What follows belongs to an exercise in optimizing a design on an open flow for small area and a short achievable clock period; a production flow would make more cautious choices.
At most, simulation tests tie the RTL to the original design; equivalence was not proved.
For runs 1 to 5, only the layout was checked, not whether the RTL still works.
No activity file was given, so power comes from the tool's default toggle rates.

$ cat flow/config.mk
export PLATFORM = sky130hd
export DESIGN_NAME = tcpStream
export DESIGN_NICKNAME = tcpStream
export VERILOG_FILES = /design/flow/design.v
export SDC_FILE = /design/flow/constraint.sdc
export NUM_CORES = 4
export LEC_CHECK = 0
export ABC_CLOCK_PERIOD_IN_PS = 3000
export CAP_MARGIN = 20
export CORE_MARGIN = 2
export CORE_UTILIZATION = 40
export PLACE_DENSITY = 0.6
export SETUP_SLACK_MARGIN = 2.5
export SLEW_MARGIN = 20
$ cat flow/constraint.sdc
create_clock -name core_clock -period 5.5 [get_ports {CLOCK}]
set_input_delay 1.1000 -clock core_clock [delete_from_list [all_inputs] [get_ports {CLOCK}]]
set_output_delay 1.1000 -clock core_clock [all_outputs]
set_load 0.01 [all_outputs]
$ cat flow/design.v
`default_nettype none
package tcpStreamPkg;
	typedef logic [7:0]  byteT;
	typedef logic [31:0] ipAddrT;
	typedef logic [15:0] portT;
	typedef logic [31:0] seqNumT;
	typedef logic [15:0] lenT;
	typedef logic [5:0]  cntT;
	localparam byteT ETH_TYPE_IPV4_HI = 8'h08;
	localparam byteT ETH_TYPE_IPV4_LO = 8'h00;
	localparam byteT ETH_TYPE_VLAN_HI = 8'h81;
	localparam lenT        IP_TCP_MIN_HDR = 16'd40;	 
	localparam logic [3:0] MIN_HDR_WORDS  = 4'd5;	 
	localparam cntT MAC_BYTES      = 6'd12;	 
	localparam cntT VLAN_BYTES     = 6'd3;	 
	localparam cntT IP_FIXED_BYTES = 6'd20;
	localparam cntT TCP_PORT_BYTES = 6'd4;
	localparam cntT TCP_SEQ_BYTES  = 6'd4;
	localparam cntT TCP_ACK_BYTES  = 6'd4;
	localparam cntT TCP_REST_BYTES = 6'd6;	 
	localparam cntT IP_LEN_HI_POS = 6'd2;
	localparam cntT IP_LEN_LO_POS = 6'd3;
	localparam cntT IP_PROTO_POS  = 6'd9;
	localparam cntT IP_SRC_POS    = 6'd12;
	localparam cntT IP_DST_POS    = 6'd16;
	typedef enum logic [7:0] {
		protoTcp   = 8'd6,
		protoOther = 8'hff	 
	} ipProtoT;
	typedef enum logic [5:0] {
		stIdle,
		stMac,
		stEthTypeHi,
		stEthTypeLo,
		stVlan,
		stIpFixed,
		stIpOpt,
		stTcpPorts,
		stTcpSeq,
		stTcpAck,
		stTcpOffset,
		stTcpFlags,
		stTcpRest,
		stTcpOpt,
		stPayload
	} parseStateT;
endpackage
`default_nettype wire
`timescale 1ns/1ps
`default_nettype none
import tcpStreamPkg::*;
module frameParser (
	input  wire                  CLOCK,
	input  wire                  rst,
	input  wire                  newPkt,
	input  wire                  byteIn,		 
	input  wire tcpStreamPkg::byteT   data,
	input  wire                  isVlanHi,	 
	input  wire                  isIpv4Hi,
	input  wire                  isIpv4Lo,
	input  wire                  isTcp,
	input  wire tcpStreamPkg::ipAddrT srcIp,
	input  wire tcpStreamPkg::ipAddrT dstIp,
	input  wire tcpStreamPkg::portT   srcPort,
	input  wire tcpStreamPkg::portT   dstPort,
	output logic                 payValid,
	output logic                 payFirst,
	output logic                 segValid,
	output tcpStreamPkg::seqNumT segSeq,
	output logic                 segSyn,
	output tcpStreamPkg::lenT    segLen
);
	logic sMac, sEthHi, sEthLo, sVlan, sIpFixed, sIpOpt, sTcpPorts, sTcpSeq;
	logic sTcpAck, sTcpOffset, sTcpFlags, sTcpRest, sTcpOpt, sPayload;
	tcpStreamPkg::cntT    left;		 
	tcpStreamPkg::cntT    leftLoad;
	logic                 fieldLast;
	logic                 hdrDone;
	logic [3:0]           ihl;
	logic [3:0]           dataOff;
	logic                 ipTcp;
	tcpStreamPkg::seqNumT seqReg;
	logic                 synFlag;
	logic                 match;		 
	logic                 firstFlag;
	tcpStreamPkg::lenT    payLeft;
	tcpStreamPkg::lenT    payLen;
	logic [4:0]           hdrWords;
	logic                 payLast;		 
	logic                 payNonZero;	 
	tcpStreamPkg::byteT   cmpByte;
	logic [3:0]           cmpIdx;		 
	tcpStreamPkg::byteT   cmpNext;
	logic                 cmpIn;
	logic ihlLow, ihlMin, ihlOpt, offMin, offOpt;
	assign ihlLow = ihl < MIN_HDR_WORDS;
	assign ihlMin = ihl == MIN_HDR_WORDS;
	assign ihlOpt = ihl > MIN_HDR_WORDS;
	assign offMin = dataOff == MIN_HDR_WORDS;
	assign offOpt = dataOff > MIN_HDR_WORDS;
	assign fieldLast = left == '0;
	assign hdrDone = byteIn && fieldLast && ((sTcpRest && offMin) || sTcpOpt);
	assign payValid = !rst && byteIn && sPayload;
	assign payFirst = firstFlag;
	assign segValid = !rst && hdrDone && match;
	assign segSeq   = seqReg;
	assign segSyn   = synFlag;
	assign segLen   = payLeft;	 
	assign hdrWords = 5'(ihl) + 5'(data[7:4]);
	assign payLen   = {payLeft[15:2] - 14'(hdrWords), payLeft[1:0]};
	assign leftLoad =
		({6{sEthHi && isVlanHi}}              & (VLAN_BYTES - 1'b1)) |
		({6{sEthLo}}                          & (IP_FIXED_BYTES - 1'b1)) |
		({6{sIpFixed && ihlOpt}}              & {4'(ihl - 4'd6), 2'b11}) |
		({6{(sIpFixed && !ihlOpt) || sIpOpt || sTcpPorts || sTcpSeq}} & (TCP_SEQ_BYTES - 1'b1)) |
		({6{sTcpFlags}}                       & (TCP_REST_BYTES - 1'b1)) |
		({6{sTcpRest}}                        & {4'(dataOff - 4'd6), 2'b11});
	always_ff @(posedge CLOCK) begin
		if (rst) begin
			{sMac, sEthHi, sEthLo, sVlan, sIpFixed, sIpOpt, sTcpPorts, sTcpSeq} <= '0;
			{sTcpAck, sTcpOffset, sTcpFlags, sTcpRest, sTcpOpt, sPayload} <= '0;
			match     <= 1'b0;
			firstFlag <= 1'b0;
		end else if (newPkt) begin
			{sMac, sEthHi, sEthLo, sVlan, sIpFixed, sIpOpt, sTcpPorts, sTcpSeq} <= 8'b1000_0000;
			{sTcpAck, sTcpOffset, sTcpFlags, sTcpRest, sTcpOpt, sPayload} <= '0;
			match <= 1'b1;
		end else if (byteIn) begin
			sMac       <= sMac && !fieldLast;
			sEthHi     <= (sMac || sVlan) && fieldLast;
			sVlan      <= (sEthHi && isVlanHi) || (sVlan && !fieldLast);
			sEthLo     <= sEthHi && !isVlanHi && isIpv4Hi;
			sIpFixed   <= (sEthLo && isIpv4Lo) || (sIpFixed && !fieldLast);
			sIpOpt     <= (sIpFixed && fieldLast && ihlOpt) || (sIpOpt && !fieldLast);
			sTcpPorts  <= (((sIpFixed && ihlMin) || sIpOpt) && fieldLast && ipTcp) ||
				(sTcpPorts && !fieldLast);
			sTcpSeq    <= (sTcpPorts && fieldLast) || (sTcpSeq && !fieldLast);
			sTcpAck    <= (sTcpSeq && fieldLast) || (sTcpAck && !fieldLast);
			sTcpOffset <= sTcpAck && fieldLast;
			sTcpFlags  <= sTcpOffset;
			sTcpRest   <= sTcpFlags || (sTcpRest && !fieldLast);
			sTcpOpt    <= (sTcpRest && fieldLast && offOpt) || (sTcpOpt && !fieldLast);
			sPayload   <= (hdrDone && match && payNonZero) || (sPayload && !payLast);
			if (cmpIn && data != cmpByte)
				match <= 1'b0;
			if (hdrDone && match && payNonZero)
				firstFlag <= 1'b1;
			else if (sPayload)
				firstFlag <= 1'b0;
		end
	end
	always_ff @(posedge CLOCK) begin
		if (newPkt)
			left <= MAC_BYTES - 1'b1;
		else if (byteIn)
			left <= fieldLast ? leftLoad : left - 1'b1;
	end
	assign cmpIn = byteIn && ((sIpFixed && left <= IP_FIXED_BYTES - 1'b1 - IP_SRC_POS) || sTcpPorts);
	always_comb begin
		case (cmpIdx)
			4'd1:    cmpNext = srcIp[23:16];
			4'd2:    cmpNext = srcIp[15:8];
			4'd3:    cmpNext = srcIp[7:0];
			4'd4:    cmpNext = dstIp[31:24];
			4'd5:    cmpNext = dstIp[23:16];
			4'd6:    cmpNext = dstIp[15:8];
			4'd7:    cmpNext = dstIp[7:0];
			4'd8:    cmpNext = srcPort[15:8];
			4'd9:    cmpNext = srcPort[7:0];
			4'd10:   cmpNext = dstPort[15:8];
			default: cmpNext = dstPort[7:0];
		endcase
	end
	always_ff @(posedge CLOCK) begin
		if (newPkt) begin
			cmpByte <= srcIp[31:24];
			cmpIdx  <= 4'd1;
		end else if (cmpIn) begin
			cmpByte <= cmpNext;
			cmpIdx  <= cmpIdx + 1'b1;
		end
	end
	always_ff @(posedge CLOCK) begin
		if (byteIn) begin
			if (sIpFixed && left == IP_FIXED_BYTES - 1'b1)
				ihl <= data[3:0];
			if (sIpFixed && left == IP_FIXED_BYTES - 1'b1 - IP_PROTO_POS)
				ipTcp <= isTcp;
			if (sTcpSeq)
				seqReg <= {seqReg[23:0], data};	 
			if (sTcpOffset)
				dataOff <= data[7:4];
			if (sTcpFlags)
				synFlag <= data[1];
		end
	end
	always_ff @(posedge CLOCK) begin
		if (byteIn) begin
			if (sPayload)
				payLeft <= payLeft - 1'b1;
			else if (sIpFixed && left == IP_FIXED_BYTES - 1'b1 - IP_LEN_HI_POS)
				payLeft[15:8] <= data;
			else if (sIpFixed && left == IP_FIXED_BYTES - 1'b1 - IP_LEN_LO_POS)
				payLeft[7:0] <= data;
			else if (sTcpOffset)
				payLeft <= payLen;
		end
		payLast    <= (byteIn && sPayload) ? payLeft == 16'd2 : payLeft == 16'd1;
		payNonZero <= payLeft != '0;
	end
endmodule
`default_nettype wire
`timescale 1ns/1ps
`default_nettype none
module payloadFifo #(
	parameter int fifoDepth = 64
) (
	input  wire                CLOCK,
	input  wire                rst,
	input  wire                payValid,
	input  wire tcpStreamPkg::byteT payData,
	input  wire                payFirst,
	input  wire                outReady,
	output logic               outValid,
	output tcpStreamPkg::byteT outData,
	output logic               outFirst,
	output logic               dropped
);
	localparam int tailDepth = 63;
	logic [8:0] tail [tailDepth];
	logic [8:0] head;
	logic [8:0] din;
	logic [8:0] snd;
	logic [7:0] sndHi;	 
	logic [7:0] sndLo;	 
	logic       empty;	 
	logic       one;	 
	logic       full;	 
	logic doWrite;
	logic doRead;
	logic inc;
	logic dec;
	assign din     = {payFirst, payData};
	assign doWrite = payValid && !full;
	assign doRead  = !empty && outReady;
	assign inc     = doWrite && !doRead;
	assign dec     = doRead && !doWrite;
	assign {outFirst, outData} = head;
	always_comb begin
		snd = '0;
		for (int i = 0; i < tailDepth; i++)
			snd = snd | (tail[i] & {9{sndHi[i / 8] && sndLo[i % 8]}});
	end
	always_ff @(posedge CLOCK) begin
		if (doWrite) begin
			tail[0] <= din;
			for (int i = 1; i < tailDepth; i++)
				tail[i] <= tail[i-1];
		end
	end
	always_ff @(posedge CLOCK) begin
		if (doWrite && (empty || (doRead && one)))
			head <= din;
		else if (doRead)
			head <= snd;
	end
	always_ff @(posedge CLOCK) begin
		if (rst) begin
			sndHi    <= 8'b1000_0000;	 
			sndLo    <= 8'b0100_0000;
			outValid <= 1'b0;
			empty    <= 1'b1;
			one      <= 1'b0;
			full     <= 1'b0;
			dropped  <= 1'b0;
		end else begin
			if (inc) begin
				sndLo    <= {sndLo[6:0], sndLo[7]};
				if (sndLo[7]) sndHi <= {sndHi[6:0], sndHi[7]};
				outValid <= 1'b1;
				empty    <= 1'b0;
				one      <= empty;
				full     <= sndHi[7] && sndLo[5];	 
			end
			if (dec) begin
				sndLo    <= {sndLo[0], sndLo[7:1]};
				if (sndLo[0]) sndHi <= {sndHi[0], sndHi[7:1]};
				outValid <= !one;
				empty    <= one;
				one      <= sndHi[0] && sndLo[0];	 
				full     <= 1'b0;
			end
			if (payValid && full)
				dropped <= 1'b1;
		end
	end
endmodule
`default_nettype wire
`timescale 1ns/1ps
`default_nettype none
import tcpStreamPkg::*;
module seqTracker (
	input  wire                 CLOCK,
	input  wire                 rst,
	input  wire                 segValid,
	input  wire tcpStreamPkg::seqNumT segSeq,
	input  wire                 segSyn,
	input  wire tcpStreamPkg::lenT    segLen,
	output logic                gapped
);
	tcpStreamPkg::seqNumT expSeq;		 
	logic   synSeen;
	logic   seqMiss;
	logic   loPend;
	logic   hiPend;
	logic   loCarry;
	always_ff @(posedge CLOCK) begin
		seqMiss <= segSeq != expSeq;
		loPend  <= segValid;
		hiPend  <= loPend;
		if (loPend)	 
			{loCarry, expSeq[15:0]} <= 17'(segSeq[15:0]) + 17'(segSyn ? 16'd1 : segLen);
		if (hiPend)
			expSeq[31:16] <= segSeq[31:16] + 16'(loCarry);
	end
	always_ff @(posedge CLOCK) begin
		if (rst) begin
			synSeen <= 1'b0;
			gapped  <= 1'b0;
		end else if (segValid) begin
			if (segSyn) begin
				synSeen <= 1'b1;
				gapped  <= 1'b0;
			end else begin
				gapped <= synSeen && seqMiss;
			end
		end
	end
endmodule
`default_nettype wire
`timescale 1ns/1ps
`default_nettype none
import tcpStreamPkg::*;
module tcpStream #(
	parameter int fifoDepth = 64
) (
	input  wire                  CLOCK,
	input  wire                  rst,
	input  wire                  newPkt,
	input  wire                  dataValid,
	input  wire tcpStreamPkg::byteT   data,
	input  wire tcpStreamPkg::ipAddrT srcIp,
	input  wire tcpStreamPkg::portT   srcPort,
	input  wire tcpStreamPkg::ipAddrT dstIp,
	input  wire tcpStreamPkg::portT   dstPort,
	input  wire                  outReady,
	output logic                 outValid,
	output tcpStreamPkg::byteT   outData,
	output logic                 outFirst,
	output logic                 dropped,
	output logic                 gapped
);
	logic               rstQ;
	logic               newPktQ;
	logic               byteInQ;	 
	tcpStreamPkg::byteT dataQ;
	logic               isVlanHiQ;
	logic               isIpv4HiQ;
	logic               isIpv4LoQ;
	logic               isTcpQ;
	always_ff @(posedge CLOCK) begin
		rstQ      <= rst;
		newPktQ   <= newPkt;
		byteInQ   <= dataValid && !newPkt;
		dataQ     <= data;
		isVlanHiQ <= data == ETH_TYPE_VLAN_HI;
		isIpv4HiQ <= data == ETH_TYPE_IPV4_HI;
		isIpv4LoQ <= data == ETH_TYPE_IPV4_LO;
		isTcpQ    <= data == 8'(protoTcp);
	end
	logic   payValid;
	logic   payFirst;
	logic   segValid;
	tcpStreamPkg::seqNumT segSeq;
	logic   segSyn;
	tcpStreamPkg::lenT    segLen;
	frameParser frameParser_i (
		.CLOCK(CLOCK), .rst(rstQ),
		.newPkt(newPktQ), .byteIn(byteInQ), .data(dataQ),
		.isVlanHi(isVlanHiQ), .isIpv4Hi(isIpv4HiQ), .isIpv4Lo(isIpv4LoQ), .isTcp(isTcpQ),
		.srcIp(srcIp), .dstIp(dstIp), .srcPort(srcPort), .dstPort(dstPort),
		.payValid(payValid), .payFirst(payFirst),
		.segValid(segValid), .segSeq(segSeq), .segSyn(segSyn), .segLen(segLen)
	);
	payloadFifo #(.fifoDepth(fifoDepth)) payloadFifo_i (
		.CLOCK(CLOCK), .rst(rst),
		.payValid(payValid), .payData(dataQ), .payFirst(payFirst),
		.outReady(outReady), .outValid(outValid), .outData(outData),
		.outFirst(outFirst), .dropped(dropped)
	);
	seqTracker seqTracker_i (
		.CLOCK(CLOCK), .rst(rst),
		.segValid(segValid), .segSeq(segSeq), .segSyn(segSyn), .segLen(segLen),
		.gapped(gapped)
	);
endmodule
`default_nettype wire
$ cat flow/run.sh
#!/bin/bash
# synth_recipe.tcl (not shown) runs the flow's synth.tcl, then flattens the netlist and writes it again
# the make line also repeats each setting of config.mk as NAME=value (left out here)
make -C /OpenROAD-flow-scripts/flow DESIGN_CONFIG=/design/flow/config.mk WORK_HOME=/design/flow/orfs CLKGATE_MAP_FILE= SYNTH_SCRIPT=/design/flow/synth_recipe.tcl finish
==> summary.txt, run 1 <==
post-synthesis register bit count = 744
Max-Cap Viols = 0
Startpoint Class = flip-flop
ys async rst share = 0
vias in the first global route = 19500
clk buf depth = 3
CTS tree = done
Final Setup Violations = 0
worst min-delay path startpoint = payloadFifo_i.tail[28][6]
reg2reg path depth = 6
Syn Nets = 2258
Worst Setup End Kind = flip-flop
die width = 279 um
design area = 35000 um2
most frequent cells in the layout = edfxtp_1, a22oi_1, clkdlybuf4s50_1
area of the core = 74700 um2
ratio of final minimum period to clock period = 0.536
largest net degree at the start of global routing = 217
Seq/Total Area, Yosys = 0.716
clock insertion delay at the later pin of the skew report = 0.62 ns
Arr. time, crit path = 3.29 ns
post-synth top area cell = edfxtp_1
PD cells = 319 nW/um2
Pleak = 10.9 nW
initial DRC count = 2615
die area = 77900 um2
fin nets = 2365
Root Buffer = clkbuf_16
Syn Area/Cell = 14.4 um2
row count = 100
Initial Utilization = 0.405
Via-to-Cell Ratio = 6.13
status = no timing/DRC/antenna violations
clk slew on worst S/H paths = 0.06 ns
Hold WS = 0.445 ns
final WL = 82100 um
fmax = 339 MHz
Ports = 121
Antenna Nets Post-Route = 0
drt first pass iters = 9
critical path type = flip-flop to flip-flop
Synth Warn # = 5
Worst VDD drop = 0.245 mV
largest cells by area after synthesis = edfxtp_1, dfxtp_1, a22oi_1, xnor2_1, nand3_1
port bufs = 120
Die Y-Extent = 279 um
Clock Skew = 0.0251 ns
worst hold path cell count = 0
fin crit period = 2.95 ns
post-synth top area share = 0.670
Post-synth EDFFs = 675
dpl cell area = 32500 um2
detailed placer's ending HPWL = 49600 um
max-slew violation count = 0
commonest non-fill, non-tap cell in the layout = edfxtp_1
cell area after synthesis = 30300 um2
DR DRC count = 0
top_reg_cell synth = edfxtp_1
Critical Path Fanout Max = 19
Worst Setup SP = payloadFifo_i.sndLo[0]
H-tree depth = 3
Slew headroom = 0.307
# clock sinks = 744
hold crit path type = flip-flop to flip-flop
RR Startpoint = payloadFifo_i.sndLo[0]
cts bufs inserted = 74
Tightest Pin Transition = 1.04 ns
RSZ-0062 raised after global routing = false
initial antenna violation count = 1
Required @ worst endpoint = 5.84 ns
global route overflow = 0
DR WL/cell = 25.3 um
routability cong. = 0.836
Total Routing Usage GR = 0.206
first-pass GRT wire length = 122000 um
layout cell share with drive strength beyond 1 = 0.0784
Synth cell types = 61
Hold Fails Final Rpt = 0
via count = 19900
Post-Synthesis Cells = 2104
Area Overhead vs Synth = 15.6%
-- through the flow --
stage | total power, mW | setup WS (ns) | setup TNS, ns | util | std cells
finish | 11.2 | 2.55 | 0 | 0.468 | 3239
global route | 11.5 | 2.50 | 0 | 0.468 | 3238
CTS | 11.2 | 2.52 | 0 | 0.467 | 3231
detailed placement | 6.38 | 1.71 | 0 | 0.435 | 3093
global placement | 6.38 | 1.84 | 0 | 0.435 | 3093
floorplan | 6.27 | -4.66 | -2404.57 | - | 2104
-- repair_timing --
item                       in CTS  in global routing
setup endpoints to repair     501                385
resized for setup              12                 14
pin swaps                       0                  1
gates cloned                    2                  1
setup buffers                   2                  5
hold buffers                    0                  0
-- per-layer routing --
layer	global-route usage	vias to the layer above	wire length, um	part of all wire
met5	0	-	7	0.000085
met1	0.290	10000	34100	0.41
met2	0.325	1095	38200	0.46
li1	-	8606	-	-
met3	0.0387	151	7790	0.095
met4	0.0675	2	2060	0.025
-- synth_stat cells (all sizes together), types with 7 or more instances --
master and number:
edfxtp 675, a22oi 173, nand3 115, clkbuf 97, nand2 97, a21oi 95
nor2 92, dfxtp 69, xnor2 68, inv 45, a222oi 43, ha 40
o21ai 38, buf 35, nand4 35, a22o 31, nor3 29, o22ai 28
nor2b 26, a211oi 25, a221oi 25, xor2 25, nor4 22, a31oi 15
nand2b 15, a311oi 14, and3 13, o2111ai 9, o22a 9, a21o 8
and2 8, o211ai 7
-- flip-flops by register name (all words and copies together), names as in the netlist, 4 cells and up, named ones only --
signal,cells
seqTracker_i.expSeq,32
frameParser_i.ihl,4
payloadFifo_i.head,9
frameParser_i.dataOff,4
frameParser_i.cmpByte,8
frameParser_i.seqReg,32
frameParser_i.cmpIdx,4
payloadFifo_i.sndLo,8
dataQ,8
payloadFifo_i.sndHi,8
frameParser_i.left,6
frameParser_i.payLeft,16
payloadFifo_i.tail,567
-- final timing paths --
kind	to	slack, ns
worst min register to register	payloadFifo_i.tail[29][6]	0.44
worst min-delay path	payloadFifo_i.tail[29][6]	0.44
worst max register to register	payloadFifo_i.head[4]	2.55
worst max-delay path	payloadFifo_i.head[4]	2.55
-- worst max-delay path, cell delays in order, from the launching register on --
cell and delay [ns]:
dfxtp_2 0.52, buf_4 0.36, inv_1 0.72, a21oi_1 0.07, or4_1 0.54, nor4_1 0.30
a32oi_1 0.15
-- where the power goes --
part           switching (mW)  internal [mW]  total [mW]
registers              0.0211           6.09        6.11
logic                  0.0563         0.0973       0.154
clock network            2.10           2.80        4.90
total                    2.17           8.98        11.2
-- cell type report --
type,count,area (um2)
tap,969,1210
clock buffer,118,2130
inverter,48,184
timing repair buffer,162,1630
fill,6340,39700
antenna,1,2.50
multi-input combinational,1180,7970
timing repair inverter,1,5.00
sequential,744,21700
clock inverter,16,169
-- kinds of logic after synthesis --
group	after synthesis	share of synthesized area
flip-flops	744	0.716
AND/OR/NAND/NOR	478	0.0782
AO/OA/AOI/OAI	556	0.134
adder cells (fa/ha/maj)	45	0.0199
buffers and inverters	180	0.0228
multiplexers	8	0.00273
XOR/XNOR	93	0.0269
==> inputs of run 2 (changes only) <==
--- a/flow/config.mk
+++ b/flow/config.mk
@@ -6,9 +6,9 @@
 export NUM_CORES = 4
 export LEC_CHECK = 0
-export ABC_CLOCK_PERIOD_IN_PS = 3000
+export ABC_CLOCK_PERIOD_IN_PS = 2300
 export CAP_MARGIN = 20
 export CORE_MARGIN = 2
 export CORE_UTILIZATION = 40
 export PLACE_DENSITY = 0.6
-export SETUP_SLACK_MARGIN = 2.5
+export SETUP_SLACK_MARGIN = 3.2
 export SLEW_MARGIN = 20
==> run 2 against run 1 <==
Effect of this change: die area stayed put; clock power hardly changed; global-route usage is 0.92 points higher; register-to-register slack better by 0.37 ns; final cell count is 2.3% higher; non-clock buffer count is 74 higher; critical endpoint is now frameParser_i.payLeft[7].
==> summary.txt, run 2 <==
Post-Synthesis Cells = 2104
clk slew on worst S/H paths = 0.07 ns
CTS tree = done
Worst VDD drop = 0.244 mV
cts bufs inserted = 74
fmax = 388 MHz
row count = 100
critical path cell sequence = fa_1 -> inv_1 -> ha_2 -> o211ai_1 -> a21boi_1 -> o21a_1 -> or3_1 -> a311oi_2 -> a21o_1
post-route insts no fill = 3313
count leader, synth = edfxtp_1
Pleak = 11.5 nW
clock insertion delay at the later pin of the skew report = 0.62 ns
area of the core = 74700 um2
final design utilization = 0.489
post-synth top area cell = edfxtp_1
status = no timing/DRC/antenna violations
fin crit period = 2.58 ns
max reg flops = 567
Startpoint Class = flip-flop
final WL = 88100 um
PD cells = 306 nW/um2
Slew headroom = 0.302
post-synthesis register bit count = 744
global route overflow = 0
Required @ worst endpoint = 5.99 ns
Synth cell types = 61
Via-to-Cell Ratio = 6.17
most common library cells after synthesis = edfxtp_1, a22oi_1, nand3_1
dpl ws = 1.71 ns
top flop regs = payloadFifo_i.tail (567), frameParser_i.seqReg (32), seqTracker_i.expSeq (32)
routability cong. = 0.836
Die Y-Extent = 279 um
Seq/Total Area, Yosys = 0.716
Final Setup Violations = 0
post-synth top area share = 0.670
Syn Nets = 2258
hold crit path type = flip-flop to flip-flop
max-slew violation count = 0
RSZ-0062 raised after global routing = true
Total Routing Usage GR = 0.216
initial DRC count = 2721
drt first pass iters = 6
commonest non-fill, non-tap cell in the layout = edfxtp_1
detailed placer's ending HPWL = 49600 um
Ports = 121
first-pass GRT wire length = 127000 um
largest cells by area after synthesis = edfxtp_1, dfxtp_1, a22oi_1, xnor2_1, nand3_1
DR DRC count = 0
Max-Cap Viols = 0
Root Buffer = clkbuf_16
crit path max-delay cell type = fa_1
Arr. time, crit path = 3.06 ns
top_reg_cell synth = edfxtp_1
Worst Setup End Kind = flip-flop
Clock Skew = 0.0235 ns
Seq. cell area = 21700 um2
footprint of the multi-input gates = 8440 um2
Critical Path Fanout Max = 2
die width = 279 um
Syn Area/Cell = 14.4 um2
port bufs = 120
Area Overhead vs Synth = 20.7%
largest net degree at the start of global routing = 109
Fill cells = 6194
max incr delay on CP = 0.53 ns
Tightest Pin Transition = 1.04 ns
H-tree depth = 3
cell area after synthesis = 30300 um2
Antenna Nets Post-Route = 0
Hold Fails Final Rpt = 0
Initial Utilization = 0.405
ys async rst share = 0
largest reg by FF count = payloadFifo_i.tail
die area = 77900 um2
clk buf depth = 3
fin nets = 2439
DR WL/cell = 26.6 um
vias in the first global route = 20000
Post-synth EDFFs = 675
Synth Warn # = 5
initial antenna violation count = 0
layout cell share with drive strength beyond 1 = 0.148
fin worst setup slack = 2.92 ns
hold_buf cts = 0
critical path type = flip-flop to flip-flop
most frequent cells in the layout = edfxtp_1, a22oi_1, nand3_1
# clock sinks = 744
ratio of final minimum period to clock period = 0.469
via count = 20400
Post-Place Cells = 3093
run 2: cell type report:
| class | instances | share of cell area |
|---|---|---|
| Antenna cell | 1 | 0.0000685 |
| Clock buffer | 118 | 0.0583 |
| Clock inverter | 16 | 0.00462 |
| Inverter | 48 | 0.00593 |
| Multi-Input combinational cell | 1180 | 0.231 |
| Sequential cell | 744 | 0.595 |
| Tap cell | 969 | 0.0332 |
| Timing Repair Buffer | 236 | 0.0720 |
| Timing Repair inverter | 1 | 0.000137 |
run 2: critical path: cells and delay by family (launching register included):
kind | cells | cell delay (ns)
flops | 1 | 0.45
simple gates | 1 | 0.32
compound gates | 5 | 0.94
fa+ha+maj | 2 | 0.69
buf+inv | 1 | 0.05
run 2: metrics by stage:
| step | hold WS [ns] | area (um2) | TNS [ns] | total power [mW] |
|---|---|---|---|---|
| 2_1_floorplan | 0.386 | 30300 | -2404.57 | 6.27 |
| 3_3_place_gp | 0.429 | 32500 | 0 | 6.38 |
| 3_5_place_dp | 0.433 | 32500 | 0 | 6.38 |
| 4_1_cts | 0.443 | 35800 | 0 | 11.3 |
| 5_1_grt | 0.451 | 36500 | 0 | 11.5 |
| 6_report | 0.442 | 36500 | 0 | 11.2 |
run 2: power breakdown:
part,switching [mW],total [mW],internal [mW]
clock,2.10,4.90,2.80
combinational,0.0641,0.167,0.103
sequential,0.0179,6.10,6.08
run 2: per-layer routing:
layer	track usage	vias up	wire, um	part of all wire
met5	0	-	0	0
met4	0.0762	0	2460	0.028
met3	0.0445	160	9320	0.11
met2	0.339	1216	41100	0.47
met1	0.297	10300	35200	0.40
li1	-	8775	-	-
run 2: cells by family after synthesis:
| family | Yosys count | share of synthesized area |
|---|---|---|
| flip-flops | 744 | 0.716 |
| buffers and inverters | 180 | 0.0228 |
| multiplexers | 8 | 0.00273 |
| adder cells (fa/ha/maj) | 45 | 0.0199 |
| XOR/XNOR | 93 | 0.0269 |
| AND/OR/NAND/NOR | 478 | 0.0782 |
| AO/OA/AOI/OAI | 556 | 0.134 |
run 2: what timing repair did:
| action | 4_1_cts | 5_1_grt |
|---|---|---|
| resized for setup | 186 | 79 |
| gates cloned | 8 | 10 |
| pin swaps | 34 | 33 |
| setup endpoints to repair | 635 | 435 |
| setup buffers | 49 | 18 |
run 2: path summary, 6_finish.rpt:
kind / startpoint / to / slack (ns) / cells past startpoint
worst max register to register: frameParser_i.payLeft[2] / frameParser_i.payLeft[7] / 2.92 / 9
worst min-delay path: payloadFifo_i.tail[13][4] / payloadFifo_i.tail[14][4] / 0.44 / 0
worst min register to register: payloadFifo_i.tail[13][4] / payloadFifo_i.tail[14][4] / 0.44 / 0
worst max-delay path: frameParser_i.payLeft[2] / frameParser_i.payLeft[7] / 2.92 / 9
==> inputs of run 3 (changes only) <==
--- a/flow/config.mk
+++ b/flow/config.mk
@@ -6,9 +6,10 @@
 export NUM_CORES = 4
 export LEC_CHECK = 0
+export ABC_AREA = 1
 export ABC_CLOCK_PERIOD_IN_PS = 2300
 export CAP_MARGIN = 20
 export CORE_MARGIN = 2
-export CORE_UTILIZATION = 40
-export PLACE_DENSITY = 0.6
+export CORE_UTILIZATION = 60
+export PLACE_DENSITY = 0.75
 export SETUP_SLACK_MARGIN = 3.2
 export SLEW_MARGIN = 20
==> run 3 against run 2 <==
Effect of this change: synthesized cell count up 49%; total power up 4.6%; final cell count up 23%; core utilization up 22 points; sequential power about the same; highest routed layer unchanged; register-to-register slack better by 0.32 ns.
==> summary.txt, run 3 <==
Max-Cap Viols = 0
H-tree depth = 3
Syn Nets = 3298
Top Family by Delay on Critical Path = flip-flops
cell area after synthesis = 32700 um2
ys async rst share = 0
worst reg2reg setup slack = 3.24 ns
Total Routing Usage GR = 0.326
footprint of the multi-input gates = 9950 um2
TNS Setup = 0 ns
via count = 24800
CTS tree = done
Post-Synthesis Cells = 3144
final WL = 93300 um
first-pass GRT wire length = 138000 um
row count = 85
Die Y-Extent = 237 um
Via-to-Cell Ratio = 6.09
most common library cells after synthesis = nand2_1, edfxtp_1, nand3_1
largest cells by area after synthesis = edfxtp_1, nand2_1, nand3_1, dfxtp_1, nor2_1
top_reg_cell synth = edfxtp_1
post-synth top area cell = edfxtp_1
clock insertion delay at the later pin of the skew report = 0.64 ns
Hold Fails Final Rpt = 0
Area Overhead vs Synth = 16.3%
RR Startpoint = frameParser_i.payLeft[5]
reg2reg path depth = 11
critical path cell sequence = buf_2
fin nets = 3465
cts bufs inserted = 77
routability cong. = 0.917
buffers and inverters on the worst path = 1
PD cells = 307 nW/um2
Final Setup Violations = 0
layout cell share with drive strength beyond 1 = 0.113
Initial Utilization = 0.607
post-synthesis register bit count = 744
worst hold path cell count = 0
Seq/Total Area, Yosys = 0.663
critical path type = flip-flop to primary output
detailed placer's ending HPWL = 58500 um
Startpoint Class = flip-flop
global route overflow = 0
Required @ worst endpoint = 4.40 ns
Slew headroom = 0.437
max-slew violation count = 0
Worst Setup SP = payloadFifo_i.head[1]
die area = 56300 um2
die width = 237 um
Ports = 121
largest net degree at the start of global routing = 93
Stages on worst setup path = 1
Tightest Pin Transition = 0.843 ns
RSZ-0062 raised after global routing = true
fin worst setup slack = 3.09 ns
most frequent cells in the layout = nand2_1, edfxtp_1, nand3_1
Root Buffer = clkbuf_16
Arr. time, crit path = 1.31 ns
Synth Warn # = 5
DR WL/cell = 22.9 um
post-synth top area share = 0.620
drt first pass iters = 7
Worst Setup End Kind = primary output
fin crit period = 2.41 ns
area of the core = 53800 um2
# clock sinks = 744
port bufs = 120
initial DRC count = 3460
R2R Path End = seqTracker_i.loCarry
Fill cells = 3818
Worst VDD drop = 0.274 mV
status = no timing/DRC/antenna violations
hold crit path type = flip-flop to flip-flop
max incr delay on CP = 0.49 ns
count leader, synth = nand2_1
dpl ws = 2.32 ns
Worst setup endpoint = outData[1]
vias in the first global route = 23500
Pleak = 14.7 nW
Syn Area/Cell = 10.4 um2
top flop regs = payloadFifo_i.tail (567), frameParser_i.seqReg (32), seqTracker_i.expSeq (32)
Clock Skew = 0.0274 ns
largest reg by FF count = payloadFifo_i.tail
Critical Path Fanout Max = 1
ratio of final minimum period to clock period = 0.438
crit path max-delay cell type = edfxtp_1
DR DRC count = 0
initial antenna violation count = 1
commonest non-fill, non-tap cell in the layout = nand2_1
overall power = 11.7 mW
clk slew on worst S/H paths = 0.06 ns
Hold WS = 0.437 ns
Antenna Nets Post-Route = 0
Seq. cell area = 21700 um2
Post-synth EDFFs = 675
fmax = 415 MHz
max reg flops = 567
Synth cell types = 48
clk buf depth = 3
## run 3: worst min-delay path by stage
stage                                    from                   endpoint  slack (ns)
finish                                 isTcpQ        frameParser_i.ipTcp        0.44
global route        payloadFifo_i.tail[11][0]  payloadFifo_i.tail[12][0]        0.45
CTS                 payloadFifo_i.tail[14][3]  payloadFifo_i.tail[15][3]        0.44
detailed placement  payloadFifo_i.tail[11][0]  payloadFifo_i.tail[12][0]        0.43
global placement    payloadFifo_i.tail[35][7]  payloadFifo_i.tail[36][7]        0.43
floorplan                              isTcpQ        frameParser_i.ipTcp        0.39
## run 3: what timing repair did
item / in CTS / in global routing
hold buffers: 0 / 0
cloned: 3 / 0
pin swaps: 9 / 29
buffers inserted: 23 / 21
setup endpoints to repair: 648 / 53
hold endpoints to repair: 0 / 0
gates resized for setup: 92 / 94
## run 3: per-stage QoR
stage               utilization  cell area, um2  instances
floorplan                     -           32700       3144
finish                    0.706           38000       4069
detailed placement        0.641           34500       3881
CTS                       0.697           37500       4047
global route              0.706           38000       4068
global placement          0.641           34500       3881
## run 3: final cells by class
| cell class | count | area share |
|---|---|---|
| diodes | 1 | 0.0000659 |
| clock inverters | 43 | 0.0125 |
| inverters | 236 | 0.0238 |
| multi-input cells | 2060 | 0.262 |
| clock buffers | 97 | 0.0555 |
| repair buffers | 192 | 0.0516 |
| flip-flops and latches | 744 | 0.572 |
| well taps | 696 | 0.0229 |
## run 3: logic make-up after synthesis
family          Yosys count  synth area share
xor+xnor                 61            0.0164
compound gates          174            0.0296
simple gates           1780             0.231
flops                   744             0.663
buf+inv                 340            0.0425
fa+ha+maj                45            0.0184
## run 3: layer usage
layer / vias up / GRT usage / share of wire
met4: 0 / 0.122 / 0.033
met5: - / 0 / 0
li1: 11000 / - / -
met2: 1754 / 0.492 / 0.45
met1: 11800 / 0.462 / 0.38
met3: 211 / 0.0820 / 0.14
## run 3: report_power, final
part,total [mW],switching [mW],internal [mW]
clock,5.40,2.24,3.15
combinational,0.177,0.0741,0.102
sequential,6.10,0.0214,6.08
total,11.7,2.34,9.34
==> inputs of run 4 (changes only) <==
--- a/flow/design.v
+++ b/flow/design.v
@@ -86,5 +86,5 @@
 	tcpStreamPkg::lenT    payLeft;
 	tcpStreamPkg::lenT    payLen;
-	logic [4:0]           hdrWords;
+	logic [3:0]           hdrWords;
 	logic                 payLast;		 
 	logic                 payNonZero;	 
@@ -107,5 +107,5 @@
 	assign segSyn   = synFlag;
 	assign segLen   = payLeft;	 
-	assign hdrWords = 5'(ihl) + 5'(data[7:4]);
+	assign hdrWords = sTcpOffset ? ihl : dataOff;
 	assign payLen   = {payLeft[15:2] - 14'(hdrWords), payLeft[1:0]};
 	assign leftLoad =
@@ -203,5 +203,5 @@
 			else if (sIpFixed && left == IP_FIXED_BYTES - 1'b1 - IP_LEN_LO_POS)
 				payLeft[7:0] <= data;
-			else if (sTcpOffset)
+			else if (sTcpOffset || sTcpFlags)
 				payLeft <= payLen;
 		end
@@ -275,8 +275,8 @@
 			dropped  <= 1'b0;
 		end else begin
+			outValid <= inc || (dec ? !one : !empty);
 			if (inc) begin
 				sndLo    <= {sndLo[6:0], sndLo[7]};
 				if (sndLo[7]) sndHi <= {sndHi[6:0], sndHi[7]};
-				outValid <= 1'b1;
 				empty    <= 1'b0;
 				one      <= empty;
@@ -286,5 +286,4 @@
 				sndLo    <= {sndLo[0], sndLo[7:1]};
 				if (sndLo[0]) sndHi <= {sndHi[0], sndHi[7:1]};
-				outValid <= !one;
 				empty    <= one;
 				one      <= sndHi[0] && sndLo[0];	 
@@ -312,15 +311,19 @@
 	logic   synSeen;
 	logic   seqMiss;
-	logic   loPend;
-	logic   hiPend;
-	logic   loCarry;
+	logic [2:0] pend;		 
+	logic   carry;
+	logic [15:0] addend;
+	assign addend = segSyn ? 16'd1 : segLen;	 
 	always_ff @(posedge CLOCK) begin
 		seqMiss <= segSeq != expSeq;
-		loPend  <= segValid;
-		hiPend  <= loPend;
-		if (loPend)	 
-			{loCarry, expSeq[15:0]} <= 17'(segSeq[15:0]) + 17'(segSyn ? 16'd1 : segLen);
-		if (hiPend)
-			expSeq[31:16] <= segSeq[31:16] + 16'(loCarry);
+		pend    <= {pend[1:0], segValid};
+		if (segValid)
+			{carry, expSeq[7:0]}   <= 9'(segSeq[7:0]) + 9'(addend[7:0]);
+		if (pend[0])
+			{carry, expSeq[15:8]}  <= 9'(segSeq[15:8]) + 9'(addend[15:8]) + 9'(carry);
+		if (pend[1])
+			{carry, expSeq[23:16]} <= 9'(segSeq[23:16]) + 9'(carry);
+		if (pend[2])
+			expSeq[31:24]          <= segSeq[31:24] + 8'(carry);
 	end
 	always_ff @(posedge CLOCK) begin
--- a/flow/config.mk
+++ b/flow/config.mk
@@ -6,10 +6,9 @@
 export NUM_CORES = 4
 export LEC_CHECK = 0
-export ABC_AREA = 1
 export ABC_CLOCK_PERIOD_IN_PS = 2300
 export CAP_MARGIN = 20
 export CORE_MARGIN = 2
-export CORE_UTILIZATION = 60
-export PLACE_DENSITY = 0.75
+export CORE_UTILIZATION = 40
+export PLACE_DENSITY = 0.6
 export SETUP_SLACK_MARGIN = 3.2
 export SLEW_MARGIN = 20
==> run 4 against run 3 <==
Effect of this change: core utilization decreased by 22 points; sequential power about the same; clock-buffer cell count increased by 2; sequential share of layout area increased by 2.6 points; setup slack got worse by 0.24 ns; global-route usage decreased by 12 points; cell area decreased by 4.2%; final cell count decreased by 19%; hold slack got worse by 0.035 ns; register-to-register slack got worse by 0.39 ns.
==> summary.txt, run 4 <==
layout cell share with drive strength beyond 1 = 0.160
cts bufs inserted = 76
critical path cell sequence = or4_4 -> or4_4 -> or3_4 -> or4_1 -> a31oi_1 -> mux2_4
RR Startpoint = frameParser_i.payLeft[7]
Syn Area/Cell = 14.6 um2
Post-Place Cells = 3065
routability cong. = 0.836
Critical Path Fanout Max = 6
Post-Synthesis Cells = 2065
die area = 77300 um2
Psw = 2.33 mW
Ports = 121
largest cells by area after synthesis = edfxtp_1, dfxtp_1, a22oi_1, xnor2_1, a222oi_1
fmax = 377 MHz
PD cells = 319 nW/um2
post-route insts no fill = 3282
worst reg2reg setup slack = 2.85 ns
Synth Warn # = 5
drt first pass iters = 8
Tightest Pin Transition = 0.809 ns
first-pass GRT wire length = 123000 um
area of the core = 74400 um2
Comb power frac = 0.012
post-synth top area share = 0.674
fin nets = 2400
Antenna Nets Post-Route = 0
detailed placer's ending HPWL = 50400 um
global route overflow = 0
# clock sinks = 745
TNS Setup = 0 ns
Clock Skew = 0.0288 ns
Hold Fails Final Rpt = 0
clk slew on worst S/H paths = 0.06 ns
Die Y-Extent = 278 um
Slew headroom = 0.457
Pleak = 11.6 nW
worst hold path cell count = 0
Net Sw Frac = 0.201
R2R Path End = frameParser_i.payLeft[15]
count leader, synth = edfxtp_1
max-slew violation count = 0
final WL = 85300 um
RSZ-0062 raised after global routing = true
clk buf depth = 3
critical path's most frequent cell = or4_4
via count = 20100
Via-to-Cell Ratio = 6.12
Total Routing Usage GR = 0.211
largest net degree at the start of global routing = 135
cell area after synthesis = 30100 um2
DR WL/cell = 26.0 um
max reg flops = 567
die width = 278 um
initial antenna violation count = 1
Seq/Total Area, Yosys = 0.721
largest reg by FF count = payloadFifo_i.tail
Root Buffer = clkbuf_16
Synth cell types = 63
port bufs = 120
worst min-delay path startpoint = isTcpQ
commonest non-fill, non-tap cell in the layout = edfxtp_1
Max-Cap Viols = 0
top_reg_cell synth = edfxtp_1
hold_buf cts = 0
diode count = 0
Syn Nets = 2216
CTS tree = done
total internal power = 9.29 mW
Area Overhead vs Synth = 21.1%
most frequent cells in the layout = edfxtp_1, a22oi_1, nor2_1
critical path type = flip-flop to flip-flop
Arr. time, crit path = 3.14 ns
post-synthesis register bit count = 745
hold crit path type = flip-flop to flip-flop
fin crit period = 2.65 ns
row count = 100
H-tree depth = 3
max incr delay on CP = 0.59 ns
Final Setup Violations = 0
clock power share = 0.463
Required @ worst endpoint = 5.99 ns
reg2reg path depth = 6
post-synth top area cell = edfxtp_1
Startpoint Class = flip-flop
ratio of final minimum period to clock period = 0.482
Post-synth EDFFs = 675
initial DRC count = 2874
ys async rst share = 0
top flop regs = payloadFifo_i.tail (567), frameParser_i.seqReg (32), seqTracker_i.expSeq (32)
Sequential Power Share = 0.526
status = no timing/DRC/antenna violations
DR DRC count = 0
Worst Setup End Kind = flip-flop
vias in the first global route = 19500
crit path max-delay cell type = or4_4
clock insertion delay at the later pin of the skew report = 0.64 ns
Worst VDD drop = 0.192 mV
most common library cells after synthesis = edfxtp_1, a22oi_1, nor2_1
Initial Utilization = 0.404
worst min-delay path endpoint = frameParser_i.ipTcp
[run 4: cell count changes after synthesis, sizes merged, moves of 28 or more]
cell	previous run	this run
nor2	343	110
nand3	431	88
nand2	933	82
xnor2	26	71
clkbuf	29	102
o21ai	74	40
nor2b	0	28
buf	75	23
a222oi	0	53
a22oi	1	172
a22o	0	35
inv	235	44
o22ai	3	41
[run 4: per-stage QoR]
step | utilization | hold slack (ns) | total power [mW] | instance area [um2] | setup slack, ns
finish | 0.489 | 0.403 | 11.6 | 36400 | 2.85
global route | 0.489 | 0.443 | 11.9 | 36400 | 2.78
CTS | 0.480 | 0.404 | 11.7 | 35700 | 2.87
detailed placement | 0.435 | 0.389 | 6.37 | 32400 | 2.03
global placement | 0.435 | 0.394 | 6.37 | 32400 | 2.01
floorplan | - | 0.386 | 6.27 | 30200 | -4.63
[run 4: how the worst max path moves through the flow]
stage                                   startpoint                        end  depth (start not counted)
after global routing      frameParser_i.payLeft[7]  frameParser_i.payLeft[15]                          6
after global placement                    outReady     payloadFifo_i.sndLo[7]                          8
after detailed placement                  outReady     payloadFifo_i.sndLo[7]                          8
after floorplan             frameParser_i.sPayload         payloadFifo_i.full                          9
final                     frameParser_i.payLeft[7]  frameParser_i.payLeft[15]                          6
after CTS                 frameParser_i.payLeft[8]  frameParser_i.payLeft[15]                          6
[run 4: layer usage]
| metal | up-vias | GRT usage | part of all wire |
|---|---|---|---|
| li1 | 8621 | - | - |
| met1 | 10100 | 0.290 | 0.40 |
| met2 | 1217 | 0.323 | 0.45 |
| met3 | 182 | 0.0489 | 0.11 |
| met4 | 0 | 0.0848 | 0.036 |
| met5 | - | 0 | 0 |
[run 4: kinds of logic after synthesis]
group | count (synthesis) | synth area share
xor+xnor | 87 | 0.0254
fa+ha+maj | 42 | 0.0185
compound gates | 545 | 0.131
simple gates | 452 | 0.0750
buf+inv | 173 | 0.0219
flops | 745 | 0.721
mux | 21 | 0.00724
[run 4: area by class of cell]
type / count / area (um2)
clock buffers: 99 / 2070
clock inverters: 43 / 520
fillers: 6287 / 38100
inverters: 48 / 220
multi-input cells: 1147 / 8210
flip-flops and latches: 745 / 21700
well taps: 969 / 1210
repair buffers: 229 / 2400
repair inverters: 2 / 12.5
[run 4: worst max-delay path: cells and delay by family (launching register included)]
family | cells | cell delay [ns]
simple gates | 4 | 1.79
flops | 1 | 0.40
compound gates | 1 | 0.17
mux | 1 | 0.16
[run 4: timing repair]
item	CTS	global route
pin swaps	19	35
gates cloned	4	4
hold endpoints to repair	0	0
resized for setup	157	87
setup buffers	47	20
setup endpoints to repair	633	451
[run 4: power groups by stage]
stage	Combinational [mW]	Sequential, mW	Clock (mW)
after floorplan	0.0420	6.22	0
after global placement	0.134	6.24	0
after detailed placement	0.137	6.24	0
after CTS	0.137	6.11	5.46
after global routing	0.147	6.11	5.69
final	0.138	6.11	5.38
==> inputs of run 5 (changes only) <==
==> flow/config.mk (replaced) <==
export PLATFORM = sky130hd
export DESIGN_NAME = tcpStream
export DESIGN_NICKNAME = tcpStream
export VERILOG_FILES = /design/flow/design.v
export SDC_FILE = /design/flow/constraint.sdc
export NUM_CORES = 4
export LEC_CHECK = 0
export ABC_CLOCK_PERIOD_IN_PS = 2100
export CAP_MARGIN = 20
export CORE_MARGIN = 2
export CORE_UTILIZATION = 55
export PLACE_DENSITY = 0.7
export SETUP_SLACK_MARGIN = 3.4
export SLEW_MARGIN = 20
==> run 5 against run 4 <==
Effect of this change: sequential share of layout area shrank 2.3 points; first-iteration DRC count increased by 33%; critical path type unchanged; core utilization increased by 21 points; highest routed layer is now met5; largest cell class unchanged; total power increased by 1.7%; fmax is 0.34% lower.
==> summary.txt, run 5 <==
Synth Warn # = 5
dpl ws = 1.86 ns
RSZ-0062 raised after global routing = true
via count = 21300
global route overflow = 0
Worst Setup End Kind = flip-flop
initial DRC count = 3820
Critical Path Fanout Max = 4
post-synth top area share = 0.674
Stages on worst setup path = 6
H-tree depth = 3
Hold Fails Final Rpt = 0
routability cong. = 0.891
fin worst setup slack = 2.84 ns
CTS tree = done
die width = 238 um
DR WL/cell = 28.8 um
reg2reg path depth = 6
status = no timing/DRC/antenna violations
largest reg by FF count = payloadFifo_i.tail
vias in the first global route = 20400
clk slew on worst S/H paths = 0.06 ns
top flop regs = payloadFifo_i.tail (567), frameParser_i.seqReg (32), seqTracker_i.expSeq (32)
# clock sinks = 745
first-pass GRT wire length = 127000 um
fin crit period = 2.66 ns
critical path type = flip-flop to flip-flop
Via-to-Cell Ratio = 6.85
detailed placer's ending HPWL = 47000 um
final design utilization = 0.702
Syn Nets = 2216
Startpoint Class = flip-flop
Worst VDD drop = 0.218 mV
PD cells = 312 nW/um2
drt first pass iters = 9
max-slew violation count = 0
Area Overhead vs Synth = 26.0%
Post-Place Cells = 2784
Root Buffer = clkbuf_16
hold crit path type = flip-flop to flip-flop
critical path's most frequent cell = or4_4
max incr delay on CP = 0.56 ns
Fill cells = 3349
Post-synth EDFFs = 675
fin nets = 2496
post-synthesis register bit count = 745
initial antenna violation count = 5
port bufs = 120
clk buf depth = 3
Final Setup Violations = 0
final WL = 89500 um
Required @ worst endpoint = 5.98 ns
ratio of final minimum period to clock period = 0.484
worst hold path cell count = 0
Antenna Nets Post-Route = 0
Synth cell types = 63
crit path max-delay cell type = or4_4
clock insertion delay at the later pin of the skew report = 0.63 ns
post-route insts no fill = 3105
Initial Utilization = 0.557
row count = 85
critical path cell sequence = or4_4 -> or4_4 -> or3_4 -> or4_1 -> a31oi_1 -> mux2_4
Tightest Pin Transition = 1.17 ns
commonest non-fill, non-tap cell in the layout = edfxtp_1
top_reg_cell synth = edfxtp_1
Clock Skew = 0.0274 ns
largest net degree at the start of global routing = 104
Seq/Total Area, Yosys = 0.721
overall power = 11.8 mW
cell area after synthesis = 30100 um2
post-synth top area cell = edfxtp_1
Die Y-Extent = 238 um
Syn Area/Cell = 14.6 um2
largest cells by area after synthesis = edfxtp_1, dfxtp_1, a22oi_1, xnor2_1, a222oi_1
Total Routing Usage GR = 0.304
TNS Setup = 0 ns
Top Family by Delay on Critical Path = simple AND/OR/NAND/NOR gates
most common library cells after synthesis = edfxtp_1, a22oi_1, nor2_1
ys async rst share = 0
Arr. time, crit path = 3.14 ns
Max-Cap Viols = 0
buffers and inverters on the worst path = 0
area of the core = 53900 um2
most frequent cells in the layout = edfxtp_1, a22oi_1, buf_4
layout cell share with drive strength beyond 1 = 0.225
Slew headroom = 0.216
Post-Synthesis Cells = 2065
die area = 56500 um2
Ports = 121
DR DRC count = 0
Pleak = 12.6 nW
fmax = 376 MHz
count leader, synth = edfxtp_1
max reg flops = 567
cts bufs inserted = 75
-- run 5: cell count changes in the layout (fill, tap and decap cells not counted), sizes merged --
cell	before	now
diode	0	3
inv	41	36
clkbuf	106	100
dlygate4sd2	0	7
clkdlybuf4s50	106	85
clkinvlp	15	13
bufinv	9	15
buf	115	208
bufbuf	0	7
dlymetal6s2s	1	15
-- run 5: per-stage QoR --
step,instance area (um2),hold WS [ns]
detailed placement,32100,0.394
CTS,36800,0.408
global route,37900,0.412
floorplan,30300,0.386
global placement,32100,0.388
finish,37900,0.405
-- run 5: worst paths after layout --
check	from	end	slack, ns
worst max-delay path	frameParser_i.payLeft[9]	frameParser_i.payLeft[15]	2.84
worst min-delay path	isTcpQ	frameParser_i.ipTcp	0.40
worst max register to register	frameParser_i.payLeft[9]	frameParser_i.payLeft[15]	2.84
worst min register to register	isTcpQ	frameParser_i.ipTcp	0.40
-- run 5: final cells by class --
type	count	area, um2	share of cell area
Sequential cell	745	21800	0.575
Multi-Input combinational cell	1147	8610	0.227
Timing Repair Buffer	328	3700	0.0978
Clock buffer	94	2030	0.0536
Tap cell	696	871	0.0230
Clock inverter	44	648	0.0171
Inverter	48	234	0.00618
Antenna cell	3	7.51	0.000198
-- run 5: logic make-up after synthesis --
kind of cell	Yosys count	synth area share
and+or+nand+nor	452	0.0750
xor gates and xnor gates	87	0.0254
buffers and inverters	173	0.0219
DFF	745	0.721
adders and majority gates	42	0.0185
AOI/OAI and AO/OA	545	0.131
muxes	21	0.00724
-- run 5: timing repair --
item,CTS,global route
gates cloned,13,6
pin swaps,57,94
gates resized for setup,258,126
hold buffers,0,0
endpoints found under the setup margin,665,488
setup buffers,111,50
-- run 5: where the power goes --
part	switching, mW	leakage [nW]	internal (mW)
Combinational	0.0541	4.91	0.0981
Sequential	0.0229	6.35	6.08
Clock	2.22	1.31	3.35
-- run 5: per-layer routing --
metal | track usage | vias up | share of wire
li1 | - | 8831 | -
met1 | 0.423 | 10400 | 0.37
met2 | 0.453 | 1690 | 0.45
met3 | 0.0734 | 354 | 0.13
met4 | 0.149 | 2 | 0.051
met5 | 0 | - | 0.00010
==> inputs of run 6 (changes only) <==
--- a/flow/design.v
+++ b/flow/design.v
@@ -85,6 +85,8 @@
 	logic                 firstFlag;
 	tcpStreamPkg::lenT    payLeft;
-	tcpStreamPkg::lenT    payLen;
+	logic [8:0]           payLenLo;	 
 	logic [3:0]           hdrWords;
+	logic                 hiBorrow;	 
+	logic                 loZero;		 
 	logic                 payLast;		 
 	logic                 payNonZero;	 
@@ -108,5 +110,5 @@
 	assign segLen   = payLeft;	 
 	assign hdrWords = sTcpOffset ? ihl : dataOff;
-	assign payLen   = {payLeft[15:2] - 14'(hdrWords), payLeft[1:0]};
+	assign payLenLo = {1'b0, payLeft[7:0]} - {3'b000, hdrWords, 2'b00};
 	assign leftLoad =
 		({6{sEthHi && isVlanHi}}              & (VLAN_BYTES - 1'b1)) |
@@ -196,14 +198,21 @@
 	end
 	always_ff @(posedge CLOCK) begin
+		if (hiBorrow)
+			payLeft[15:8] <= payLeft[15:8] - 1'b1;
+		hiBorrow <= 1'b0;
 		if (byteIn) begin
-			if (sPayload)
-				payLeft <= payLeft - 1'b1;
-			else if (sIpFixed && left == IP_FIXED_BYTES - 1'b1 - IP_LEN_HI_POS)
+			if (sPayload) begin
+				payLeft[7:0] <= payLeft[7:0] - 1'b1;
+				if (loZero) payLeft[15:8] <= payLeft[15:8] - 1'b1;
+			end else if (sIpFixed && left == IP_FIXED_BYTES - 1'b1 - IP_LEN_HI_POS)
 				payLeft[15:8] <= data;
 			else if (sIpFixed && left == IP_FIXED_BYTES - 1'b1 - IP_LEN_LO_POS)
 				payLeft[7:0] <= data;
-			else if (sTcpOffset || sTcpFlags)
-				payLeft <= payLen;
+			else if (sTcpOffset || sTcpFlags) begin
+				payLeft[7:0] <= payLenLo[7:0];
+				hiBorrow     <= payLenLo[8];
+			end
 		end
+		loZero     <= (byteIn && sPayload) ? payLeft[7:0] == 8'd1 : payLeft[7:0] == 8'd0;
 		payLast    <= (byteIn && sPayload) ? payLeft == 16'd2 : payLeft == 16'd1;
 		payNonZero <= payLeft != '0;
@@ -259,9 +268,12 @@
 		end
 	end
+	logic headDin;
+	logic headSnd;
+	logic headHold;
+	assign headDin  = doWrite && (empty || (doRead && one));
+	assign headSnd  = doRead && !headDin;
+	assign headHold = !doRead && !headDin;
 	always_ff @(posedge CLOCK) begin
-		if (doWrite && (empty || (doRead && one)))
-			head <= din;
-		else if (doRead)
-			head <= snd;
+		head <= ({9{headDin}} & din) | ({9{headSnd}} & snd) | ({9{headHold}} & head);
 	end
 	always_ff @(posedge CLOCK) begin
==> flow/config.mk (replaced) <==
export PLATFORM = sky130hd
export DESIGN_NAME = tcpStream
export DESIGN_NICKNAME = tcpStream
export VERILOG_FILES = /design/flow/design.v
export SDC_FILE = /design/flow/constraint.sdc
export NUM_CORES = 4
export LEC_CHECK = 0
export ABC_AREA = 1
export ABC_CLOCK_PERIOD_IN_PS = 2200
export CAP_MARGIN = 20
export CORE_MARGIN = 2
export CORE_UTILIZATION = 60
export PLACE_DENSITY = 0.75
export SETUP_SLACK_MARGIN = 3.3
export SLEW_MARGIN = 20
==> run 6 against run 5 <==
Effect of this change: cell area is 0.11% lower; critical endpoint is now gapped; clock-buffer cell count is 7 higher; register-to-register slack better by 0.46 ns; global-route usage is 3.7 points higher; final cell count is 31% higher; setup slack better by 0.43 ns; combinational power is 49% higher.
==> summary.txt, run 6 <==
main combinational cell family by area after synthesis = simple AND/OR/NAND/NOR gates
area of the core = 52900 um2
Root Buffer = clkbuf_16
Required @ worst endpoint = 4.40 ns
Seq. cell area = 21600 um2
max incr delay on CP = 0.40 ns
Startpoint Class = flip-flop
initial antenna violation count = 4
Hold Fails Final Rpt = 0
Final Setup Violations = 0
Post-Place Cells = 3853
TNS Setup = 0 ns
R2R Path End = payloadFifo_i.head[7]
worst min-delay path startpoint = isTcpQ
largest net degree at the start of global routing = 85
DR DRC count = 0
Worst Setup End Kind = primary output
clock insertion delay at the later pin of the skew report = 0.64 ns
most common library cells after synthesis = nand2_1, edfxtp_1, nand3_1
dpl cell area = 34100 um2
Pleak = 14.9 nW
Clock Skew = 0.0331 ns
diode count = 0
Antenna Nets Post-Route = 0
status = no timing/DRC/antenna violations
critical path type = flip-flop to primary output
row count = 84
hold crit path type = flip-flop to flip-flop
design area = 37800 um2
Worst setup endpoint = gapped
Initial Utilization = 0.610
Slew headroom = 0.519
clk buf depth = 3
final WL = 97700 um
Critical Path Fanout Max = 2
Arr. time, crit path = 1.14 ns
first-pass GRT wire length = 142000 um
crit path max-delay cell type = dfxtp_4
Worst VDD drop = 0.263 mV
compound-gate portion of the synthesized area = 0.0320
drt first pass iters = 6
vias in the first global route = 23800
RR Startpoint = payloadFifo_i.sndHi[4]
Top Family by Delay on Critical Path = flip-flops
post-synthesis register bit count = 747
layout cell share with drive strength beyond 1 = 0.0969
fmax = 447 MHz
cts bufs inserted = 76
routability cong. = 0.949
Via-to-Cell Ratio = 6.12
initial DRC count = 3835
largest cells by area after synthesis = edfxtp_1, nand2_1, nand3_1, dfxtp_1, nor2_1
overall power = 11.5 mW
via count = 24900
die width = 236 um
dpl ws = 2.16 ns
top flop regs = payloadFifo_i.tail (567), frameParser_i.seqReg (32), seqTracker_i.expSeq (32)
post-route insts no fill = 4063
Synth Area in XOR/XNOR = 0.0171
global route overflow = 0
cell area after synthesis = 32300 um2
fin worst setup slack = 3.26 ns
post-synth top area cell = edfxtp_1
max reg flops = 567
Area Overhead vs Synth = 17.3%
Seq/Total Area, Yosys = 0.668
Die Y-Extent = 236 um
critical path cell sequence = buf_6
# clock sinks = 747
H-tree depth = 3
largest reg by FF count = payloadFifo_i.tail
post-synth top area share = 0.613
commonest non-fill, non-tap cell in the layout = nand2_1
buffers and inverters on the worst path = 1
PD cells = 304 nW/um2
Syn Area/Cell = 10.3 um2
reg2reg path depth = 12
RSZ-0062 raised after global routing = true
Fill cells = 3642
Synth cell types = 43
Synth Warn # = 5
most frequent cells in the layout = nand2_1, edfxtp_1, nand3_1
Tightest Pin Transition = 0.721 ns
Adder-Cell Fraction of Synth Area = 0.0172
Max-Cap Viols = 0
detailed placer's ending HPWL = 62100 um
Post-synth EDFFs = 658
Ports = 121
ratio of final minimum period to clock period = 0.406
Total Routing Usage GR = 0.341
post-synthesis mux area share = 0.000310
CTS tree = done
worst reg2reg setup slack = 3.30 ns
fin crit period = 2.24 ns
port bufs = 120
clk slew on worst S/H paths = 0.06 ns
die area = 55600 um2
max-slew violation count = 0
footprint of the multi-input gates = 9500 um2
count leader, synth = nand2_1
top_reg_cell synth = edfxtp_1
Post-Synthesis Cells = 3126
ys async rst share = 0
Stages on worst setup path = 1
Worst Setup SP = seqTracker_i.gapped
fin nets = 3466
Syn Nets = 3277
DR WL/cell = 24.0 um
simple-gate share of the synthesized area = 0.223
## run 6: changes by cell type after synthesis, sizes merged, moves of 49 or more
cell / before / now
a22oi: 172 / 1
a222oi: 53 / 0
nand3: 88 / 422
nor2: 110 / 290
o21ai: 40 / 89
nand2: 82 / 967
inv: 44 / 243
## run 6: cell families (layout without fill, tap and decap cells)
family	count (synthesis)	in the layout
and+or+nand+nor	1732	1732
DFF	747	747
buffers and inverters	354	603
AOI/OAI and AO/OA	187	187
xor gates and xnor gates	63	63
adders and majority gates	42	42
muxes	1	1
## run 6: through the flow
stage | util | hold WS [ns]
floorplan | - | 0.386
CTS | 0.704 | 0.412
global route | 0.715 | 0.432
detailed placement | 0.646 | 0.399
global placement | 0.646 | 0.394
finish | 0.715 | 0.410
## run 6: area by class of cell
class | count | share of cell area
Clock buffer | 101 | 0.0542
Multi-Input combinational cell | 2025 | 0.251
Clock inverter | 37 | 0.00999
Sequential cell | 747 | 0.572
Timing Repair Buffer | 219 | 0.0635
Timing Repair inverter | 1 | 0.000198
Tap cell | 688 | 0.0228
Inverter | 245 | 0.0263
## run 6: metal layers
metal | share of wire | GRT usage | wire (um)
met3 | 0.15 | 0.0873 | 14600
met2 | 0.44 | 0.516 | 43300
met4 | 0.044 | 0.154 | 4260
met1 | 0.36 | 0.471 | 35400
met5 | 0.00034 | 0 | 33
## run 6: power breakdown
part | switching (mW) | total, mW | internal, mW
logic | 0.0982 | 0.227 | 0.128
clock network | 2.25 | 5.13 | 2.88
registers | 0.0439 | 6.15 | 6.11
total | 2.39 | 11.5 | 9.12
## run 6: worst min path at each step
stage | end | slack [ns] | cells past startpoint
global placement | frameParser_i.ipTcp | 0.39 | 0
CTS | frameParser_i.ipTcp | 0.41 | 0
floorplan | frameParser_i.ipTcp | 0.39 | 0
detailed placement | frameParser_i.ipTcp | 0.40 | 0
finish | frameParser_i.ipTcp | 0.41 | 0
global route | frameParser_i.ipTcp | 0.43 | 0
## run 6: what timing repair did
| action | 4_1_cts | 5_1_grt |
|---|---|---|
| endpoints found under the setup margin | 580 | 484 |
| resized for setup | 143 | 71 |
| hold buffers | 0 | 0 |
| setup buffers | 26 | 39 |
| gates cloned | 5 | 2 |
| pin swaps | 1 | 10 |
==> inputs of run 7 (changes only) <==
--- a/flow/config.mk
+++ b/flow/config.mk
@@ -6,10 +6,9 @@
 export NUM_CORES = 4
 export LEC_CHECK = 0
-export ABC_AREA = 1
 export ABC_CLOCK_PERIOD_IN_PS = 2200
 export CAP_MARGIN = 20
 export CORE_MARGIN = 2
-export CORE_UTILIZATION = 60
-export PLACE_DENSITY = 0.75
+export CORE_UTILIZATION = 40
+export PLACE_DENSITY = 0.6
 export SETUP_SLACK_MARGIN = 3.3
 export SLEW_MARGIN = 20
==> run 7 against run 6 <==
Effect of this change: sequential share of layout area up 2.7 points; total power down 0.15%; largest power group unchanged; global-route usage decreased by 15 points; cell area is 4.4% lower; hold slack worse by 0.012 ns; largest cell class unchanged; clock power about the same; fmax shrank 1.3%.
==> summary.txt, run 7 <==
TNS Setup = 0 ns
Post-synth EDFFs = 658
Post-Synthesis Cells = 2112
dpl ws = 1.96 ns
Antenna Nets Post-Route = 0
most common library cells after synthesis = edfxtp_1, a22oi_1, nand2_1
fin crit period = 2.26 ns
Via-to-Cell Ratio = 5.92
Pleak = 11.6 nW
diode count = 0
top flop regs = payloadFifo_i.tail (567), frameParser_i.seqReg (32), seqTracker_i.expSeq (32)
top_reg_cell synth = edfxtp_1
status = no timing/DRC/antenna violations
Max-Cap Viols = 0
Worst VDD drop = 0.243 mV
Required @ worst endpoint = 5.87 ns
critical path type = flip-flop to flip-flop
reg2reg path depth = 10
RR Startpoint = frameParser_i.synFlag
ratio of final minimum period to clock period = 0.412
post-synthesis register bit count = 747
initial antenna violation count = 2
cell area after synthesis = 30300 um2
Fill cells = 6350
row count = 100
overall power = 11.5 mW
Critical Path Fanout Max = 6
detailed placer's ending HPWL = 45900 um
post-synth top area share = 0.652
Clock Skew = 0.0176 ns
vias in the first global route = 19300
clk slew on worst S/H paths = 0.06 ns
routability cong. = 0.827
largest reg by FF count = payloadFifo_i.tail
first-pass GRT wire length = 117000 um
area of the core = 74700 um2
worst min-delay path startpoint = isTcpQ
Syn Nets = 2263
global route overflow = 0
die area = 78000 um2
Die Y-Extent = 279 um
PD cells = 318 nW/um2
final design utilization = 0.484
worst reg2reg setup slack = 3.24 ns
fin nets = 2417
port bufs = 120
# clock sinks = 747
hold crit path type = flip-flop to flip-flop
drt first pass iters = 8
Tightest Pin Transition = 0.809 ns
Root Buffer = clkbuf_16
Final Setup Violations = 0
layout cell share with drive strength beyond 1 = 0.142
Syn Area/Cell = 14.3 um2
Worst Setup End Kind = flip-flop
Hold Fails Final Rpt = 0
clk buf depth = 3
Slew headroom = 0.460
RSZ-0062 raised after global routing = true
via count = 19500
Arr. time, crit path = 2.63 ns
CTS tree = done
max reg flops = 567
Seq/Total Area, Yosys = 0.711
max-slew violation count = 0
Area Overhead vs Synth = 19.3%
cts bufs inserted = 77
fin worst setup slack = 3.24 ns
largest net degree at the start of global routing = 111
commonest non-fill, non-tap cell in the layout = edfxtp_1
initial DRC count = 2468
-- run 7: cell count changes after synthesis, sizes merged, moves of 54 or more --
cell / delta
nand2: -836
nand3: -322
inv: -202
nor2: -193
a22oi: +177
a22o: +89
o21ai: -54
-- run 7: per-layer routing --
| metal | wire length (um) | up-vias | global-route usage |
|---|---|---|---|
| met5 | 0 | - | 0 |
| met2 | 36600 | 923 | 0.312 |
| met1 | 34200 | 9819 | 0.275 |
| met3 | 6270 | 132 | 0.0366 |
| li1 | - | 8643 | - |
| met4 | 1880 | 0 | 0.0465 |
-- run 7: layout make-up --
| class | instances | area, um2 | area share |
|---|---|---|---|
| clock buffers | 99 | 2110 | 0.0585 |
| inverters | 42 | 175 | 0.00485 |
| flip-flops and latches | 747 | 21600 | 0.599 |
| repair buffers | 210 | 2270 | 0.0629 |
| multi-input cells | 1188 | 8390 | 0.232 |
| well taps | 969 | 1210 | 0.0335 |
| clock inverters | 41 | 335 | 0.00928 |
-- run 7: cells by family after synthesis --
| family | share of synthesized area |
|---|---|
| multiplexers | 0.00826 |
| flip-flops | 0.711 |
| adder cells (fa/ha/maj) | 0.0183 |
| XOR/XNOR | 0.0257 |
| buffers and inverters | 0.0244 |
| AO/OA/AOI/OAI | 0.132 |
| AND/OR/NAND/NOR | 0.0809 |
-- run 7: how the worst max path moves through the flow --
stage                                start                      end  depth (start not counted)
finish               frameParser_i.synFlag  seqTracker_i.expSeq[14]                         10
global placement                  outReady   payloadFifo_i.sndLo[7]                          8
floorplan           frameParser_i.sPayload   payloadFifo_i.sndHi[7]                         10
detailed placement                outReady   payloadFifo_i.sndLo[7]                          8
global route         frameParser_i.synFlag  seqTracker_i.expSeq[14]                         10
CTS                  frameParser_i.synFlag  seqTracker_i.expSeq[14]                         10
-- run 7: critical path, cell delays in order (launching register included) --
cell and delay (ns):
edfxtp_1 0.47, nand2b_4 0.18, fa_2 0.21, inv_2 0.04, fa_2 0.36, a21o_1 0.18
a21oi_2 0.14, nor2b_1 0.08, o21a_1 0.17, nor2_1 0.11, xnor2_1 0.08
-- run 7: repair_timing --
item | in CTS | in global routing
pin swaps | 13 | 29
gates cloned | 3 | 4
endpoints found under the hold margin | 0 | 0
setup endpoints to repair | 657 | 307
gates resized for setup | 182 | 67
buffers inserted | 21 | 34
-- run 7: power by group --
group          switching, mW  leakage, nW  internal, mW
combinational         0.0862         4.06         0.143
clock                   2.22         1.21          2.88
sequential            0.0497         6.37          6.11
total                   2.36         11.6          9.13
-- run 7: metrics by stage --
step / hold WS [ns] / std cells / instance area [um2]
2_1_floorplan: 0.386 / 2112 / 30400
3_3_place_gp: 0.393 / 3094 / 32400
3_5_place_dp: 0.389 / 3094 / 32400
4_1_cts: 0.403 / 3258 / 35500
5_1_grt: 0.403 / 3296 / 36100
6_report: 0.397 / 3296 / 36100
